Background: an optimization exercise with open tools, aiming at small area and a short achievable clock period. Do not read the settings as production practice. In this exercise RTL edits were held to simulation tests only and were not proved equivalent to the original. Power is estimated from default activity; no workload was simulated.

## job 6348
// qpi_rd_stream
module qpi_rd_stream #(
  parameter int TAGS   = 8,
  parameter int ADDR_W = 20
) (
  input  logic              clk,
  input  logic              reset,
  input  logic              io_start,
  input  logic [ADDR_W-1:0] io_base_addr,
  input  logic [ADDR_W-1:0] io_num_lines,
  input  logic              io_qpi_rd_req_almostfull,
  output logic [ADDR_W-1:0] io_qpi_rd_req_addr,
  output logic [13:0]       io_qpi_rd_req_mdata,
  output logic              io_qpi_rd_req_valid,
  input  logic [13:0]       io_qpi_rd_rsp_mdata,
  input  logic [511:0]      io_qpi_rd_rsp_data,
  input  logic              io_qpi_rd_rsp_valid,
  output logic              io_out_valid,
  output logic [511:0]      io_out_data,
  input  logic              io_out_ready,
  output logic              io_busy,
  output logic              io_done
);
  localparam int TAG_W  = $clog2(TAGS);
  localparam int LINE_W = 512;
  localparam int SLOTS  = TAGS - 1;
  localparam int SLOT_W = $clog2(SLOTS);
  logic                busy_q;      
  logic                done_q;      
  logic [ADDR_W-1:0]   addr_q;      
  logic [ADDR_W-1:0]   rem_q;       
  logic                left_q;      
  logic [TAG_W-1:0]    tail_q;      
  logic [TAGS-1:0]     head_q;      
  logic [TAGS-1:0]     await_q;
  logic [TAGS-1:0]     full_q;
  logic                can_q;       
  logic                cani_q;      
  logic                valid_q;     
  logic [SLOT_W-1:0]   nslot_q;     
  logic [SLOT_W-1:0]   tslot_q [TAGS];  
  logic [SLOTS-1:0]    rslot_q;     
  logic [LINE_W-1:0]   slot_data [SLOTS];
  logic [TAGS-1:0]     ah0_q;       
  logic [TAGS-1:0]     ah1_q;       
  logic [SLOTS-1:0]    aws_q [TAGS];  
  logic [LINE_W-1:0]   out_q;       
  ...
Settings: LEC_CHECK=0, CAP_MARGIN=20, CORE_MARGIN=2, CORE_UTILIZATION=65, CTS_CLUSTER_DIAMETER=80, CTS_CLUSTER_SIZE=20, PLACE_DENSITY=0.74, SETUP_SLACK_MARGIN=2.9, SLEW_MARGIN=20; clock period 5.5 ns.
standard.sh (not shown) runs the stock make flow with config.mk's settings and CLKGATE_MAP_FILE= SYNTH_SCRIPT=/design/flow/synth_recipe.tcl, a recipe that flattens the netlist after the stock synthesis.
==> flow/flow/run.sh <==
#!/bin/bash
# Layout: the standard flow (standard.sh: the standard synthesis, floorplan, power grid,
# placement, CTS and routing), with ports buffered by plain buffers instead of the delay cells
# buffer_ports picks by default, and the resizer free to change a cell's footprint. The whole
# make output goes to standard_flow.log; ORFS keeps each step's log under orfs/logs/.
set -euo pipefail
bash standard.sh \
  MATCH_CELL_FOOTPRINT=0 \
  "BUFFER_PORTS_ARGS=-buffer_cell sky130_fd_sc_hd__buf_2" \
  finish > standard_flow.log 2>&1
The final layout from job 6348, which completed every stage, passed the timing, DRC and antenna checks at the end of the flow.
#### Input delta (job 919 over job 6348)
# job 6348
export LEC_CHECK = 0
export CAP_MARGIN = 20
export CORE_MARGIN = 2
export CORE_UTILIZATION = 65
export CTS_CLUSTER_DIAMETER = 80
export CTS_CLUSTER_SIZE = 20
export PLACE_DENSITY = 0.74
export SETUP_SLACK_MARGIN = 2.9
export SLEW_MARGIN = 20
create_clock -name core_clock -period 5.5 [get_ports {clk}]
# job 919
export LEC_CHECK = 0
export CAP_MARGIN = 20
export CORE_MARGIN = 2
export CORE_UTILIZATION = 40
export CTS_CLUSTER_DIAMETER = 100
export CTS_CLUSTER_SIZE = 30
export SETUP_SLACK_MARGIN = 2.4
export SLEW_MARGIN = 20
create_clock -name core_clock -period 5.5 [get_ports {clk}]
--- outcome ---
- Job 919 was carried through to the last stage, and its layout satisfied the timing, DRC and antenna checks.
- On core utilization, the lower figure sits with job 919, not job 6348.
- Job 919 vs job 6348 — share of total power in combinational logic dropped 1.2 points.
- Diff job 6348 -> job 919: final cell count rose by 1385; power after layout fell by about 5%; total inserted antenna cells fell by 49.
- Area: job 919 vs job 6348 -> job 919 smaller
Setup changes, job 919 to job 4807
# job 919
export LEC_CHECK = 0
export CAP_MARGIN = 20
export CORE_MARGIN = 2
export CORE_UTILIZATION = 40
export CTS_CLUSTER_DIAMETER = 100
export CTS_CLUSTER_SIZE = 30
export SETUP_SLACK_MARGIN = 2.4
export SLEW_MARGIN = 20
create_clock -name core_clock -period 5.5 [get_ports {clk}]
# job 4807
export LEC_CHECK = 0
export CAP_MARGIN = 20
export CORE_MARGIN = 2
export CORE_UTILIZATION = 55
export CTS_CLUSTER_DIAMETER = 80
export CTS_CLUSTER_SIZE = 20
export PLACE_DENSITY = 0.65
export SETUP_SLACK_MARGIN = 2.8
export SLEW_MARGIN = 20
create_clock -name core_clock -period 5.5 [get_ports {clk}]
==> comparison <==
Job 4807 went all the way through the flow, and no timing, DRC or antenna check failed.
Measured against each other, job 4807 and job 919 differ in post-route cell area, the higher figure coming from job 4807.
Placed instance area shrinks slightly when moving from job 919 to job 4807.
Job 4807 reports its critical setup path kind as flip-flop to primary output while job 919 reports input pin to flip-flop.
For power drawn by the sequential cells, job 4807 and job 919 come out practically identical.
Looking at job 4807 and job 919, the combinational gate power is a wash.
Of job 4807 and job 919, it is job 4807 that has the lower shortest clock period the worst path allows after layout.
Any difference in number of inverters outside the clock class in the layout between job 4807 and job 919 is small enough to ignore.
The met2 wirelength from detailed routing number comes out lower for job 4807 vs job 919.
Modified inputs, job 3101 compared to job 4807
# job 4807
export LEC_CHECK = 0
export CAP_MARGIN = 20
export CORE_MARGIN = 2
export CORE_UTILIZATION = 55
export CTS_CLUSTER_DIAMETER = 80
export CTS_CLUSTER_SIZE = 20
export PLACE_DENSITY = 0.65
export SETUP_SLACK_MARGIN = 2.8
export SLEW_MARGIN = 20
create_clock -name core_clock -period 5.5 [get_ports {clk}]
# job 3101
export LEC_CHECK = 0
export CAP_MARGIN = 20
export CORE_MARGIN = 2
export CORE_UTILIZATION = 60
export CTS_CLUSTER_DIAMETER = 80
export CTS_CLUSTER_SIZE = 20
export PLACE_DENSITY = 0.69
export SETUP_SLACK_MARGIN = 2.8
export SLEW_MARGIN = 20
create_clock -name core_clock -period 5.5 [get_ports {clk}]
Findings:
Job 3101 vs job 4807 — fmax climbed by a few percent. The flow did not stop early for job 3101: all stages ran, and the layout cleared the timing, DRC and antenna checks. Signed area change from the synthesized netlist to the final layout (lower): job 3101. The floorplan die area of job 3101 falls short of that of job 4807 by about 8%. From job 4807 to job 3101 the numbers moved as follows: layout buffer count excluding clock buffers went up, sequential power roughly the same, total design power was more or less identical, final cell count without fillers fell by 312.
--- input diff job 3101..job 4413 ---
# job 3101
export LEC_CHECK = 0
export CAP_MARGIN = 20
export CORE_MARGIN = 2
export CORE_UTILIZATION = 60
export CTS_CLUSTER_DIAMETER = 80
export CTS_CLUSTER_SIZE = 20
export PLACE_DENSITY = 0.69
export SETUP_SLACK_MARGIN = 2.8
export SLEW_MARGIN = 20
create_clock -name core_clock -period 5.5 [get_ports {clk}]
# job 4413
export LEC_CHECK = 0
export CAP_MARGIN = 20
export CORE_MARGIN = 2
export CORE_UTILIZATION = 40
export CTS_CLUSTER_DIAMETER = 100
export CTS_CLUSTER_SIZE = 30
export SETUP_SLACK_MARGIN = 3.1
export SLEW_MARGIN = 20
create_clock -name core_clock -period 5.5 [get_ports {clk}]
## What came out
Per the final summary, job 4413 finished and its layout is clean on timing, DRC and antenna.
[compare] base=job 3101 new=job 4413: routing usage on met3 decreased by 3.6 points relative to the old numbers, final cell count increased by 19% relative to the old numbers, full die area increased by 0.13 mm^2 relative to the old numbers.
Against job 3101, job 4413 comes in about 12% higher on static leakage power.
Diff job 3101 -> job 4413 | wire length of the first global-routing pass | up by more than 10%
When job 4413 is set beside job 3101, its die extent in y turns out to be 110 um larger.
Min clock input transition at the sequential cells of the worst setup and hold paths across job 4413 and job 3101: job 3101

* * *

## lane 4
qpi_rd_stream again, from the RTL that the note above started with.
// qpi_rd_stream
module qpi_rd_stream #(
  parameter int TAGS   = 8,
  parameter int ADDR_W = 20
) (
  input  logic              clk,
  input  logic              reset,
  input  logic              io_start,
  input  logic [ADDR_W-1:0] io_base_addr,
  input  logic [ADDR_W-1:0] io_num_lines,
  input  logic              io_qpi_rd_req_almostfull,
  output logic [ADDR_W-1:0] io_qpi_rd_req_addr,
  output logic [13:0]       io_qpi_rd_req_mdata,
  output logic              io_qpi_rd_req_valid,
  input  logic [13:0]       io_qpi_rd_rsp_mdata,
  input  logic [511:0]      io_qpi_rd_rsp_data,
  input  logic              io_qpi_rd_rsp_valid,
  output logic              io_out_valid,
  output logic [511:0]      io_out_data,
  input  logic              io_out_ready,
  output logic              io_busy,
  output logic              io_done
);
  localparam int TAG_W  = $clog2(TAGS);
  localparam int LINE_W = 512;
  localparam int SLOTS  = TAGS - 1;
  localparam int SLOT_W = $clog2(SLOTS);
  logic                busy_q;      
  logic                done_q;      
  logic [ADDR_W-1:0]   addr_q;      
  ...
clock: 5.5 ns
lec_check: 0
cap_margin: 20
core_margin: 2
core_utilization: 40
cts_cluster_diameter: 100
cts_cluster_size: 30
setup_slack_margin: 2.8
slew_margin: 20
Scripts as last shown in full above: flow/flow/run.sh
Every stage of the flow completed for lane 4, and the final layout passed the timing, DRC and antenna checks.
Input changes introduced in lane 5 (baseline for comparison: lane 4):
# lane 4
export LEC_CHECK = 0
export CAP_MARGIN = 20
export CORE_MARGIN = 2
export CORE_UTILIZATION = 40
export CTS_CLUSTER_DIAMETER = 100
export CTS_CLUSTER_SIZE = 30
export SETUP_SLACK_MARGIN = 2.8
export SLEW_MARGIN = 20
create_clock -name core_clock -period 5.5 [get_ports {clk}]
# lane 5
export LEC_CHECK = 0
export CAP_MARGIN = 20
export CORE_MARGIN = 2
export CORE_UTILIZATION = 48
export CTS_CLUSTER_DIAMETER = 100
export CTS_CLUSTER_SIZE = 24
export PLACE_DENSITY = 0.6
export SETUP_SLACK_MARGIN = 2.8
export SLEW_MARGIN = 20
create_clock -name core_clock -period 5.5 [get_ports {clk}]
==> comparison <==
- Run comparison: lane 4 worst setup path startpoint out_q[511]; lane 5 worst setup path startpoint out_q[142]
- The number of nets in the layout was comparable across lane 4 and lane 5.
- Lane 5 vs lane 4: total iterations of the first detailed-routing run up in lane 5
- Lane 4 -> lane 5: reported leakage power flat
- Total power: lane 5 above lane 4
- Lane 5 completed; timing, DRC and antenna clean
- Lane 4: full flow OK, the timing, DRC and antenna checks passed

## static timing again, ports no longer ideal
The results above use ideal ports. As a check the final layouts listed here were re-extracted and re-timed, cells and wires unchanged. Step 1: set_driving_cell puts a clkbuf_16 on clk and a buf_2 on each other input, an assumption about the parent block. Step 2 moves the port delays by t, midway between the first and last clock arrival at a register: inputs arrive t later, outputs are due t later. That takes back most of the time a late clock gives input paths. a / b / c = no drivers / after step 1 / after step 2; a / b = the first two.
run	shift t [ns]	slack for setup (ns)	hold WS [ns]	latest minus earliest clock arrival (ns)	worst slew at a driven data input, ns
job 6348	0.986	2.673 / 2.554 / 1.568	0.351 / 0.271 / 0.539	0.068 / 0.069	0.24
job 919	1.019	2.371 / 2.345 / 1.326	0.398 / 0.299 / 0.549	0.100 / 0.100	0.36
job 4807	1.012	2.682 / 2.580 / 1.676	0.388 / 0.318 / 0.549	0.073 / 0.073	0.25
job 3101	1.005	2.743 / 2.643 / 1.656	0.284 / 0.218 / 0.542	0.076 / 0.076	0.29
job 4413	1.015	2.501 / 2.388 / 1.522	0.172 / 0.086 / 0.546	0.101 / 0.102	0.37
lane 4	0.996	2.516 / 2.413 / 1.572	0.180 / 0.106 / 0.554	0.096 / 0.097	0.35
lane 5	1.008	2.629 / 2.529 / 1.609	0.398 / 0.328 / 0.556	0.077 / 0.078	0.26
After both steps setup and hold are still met in every run listed. The setup slack of job 6348, which loses most, moves by -0.119 ns with the drivers and by -1.105 ns with both steps.
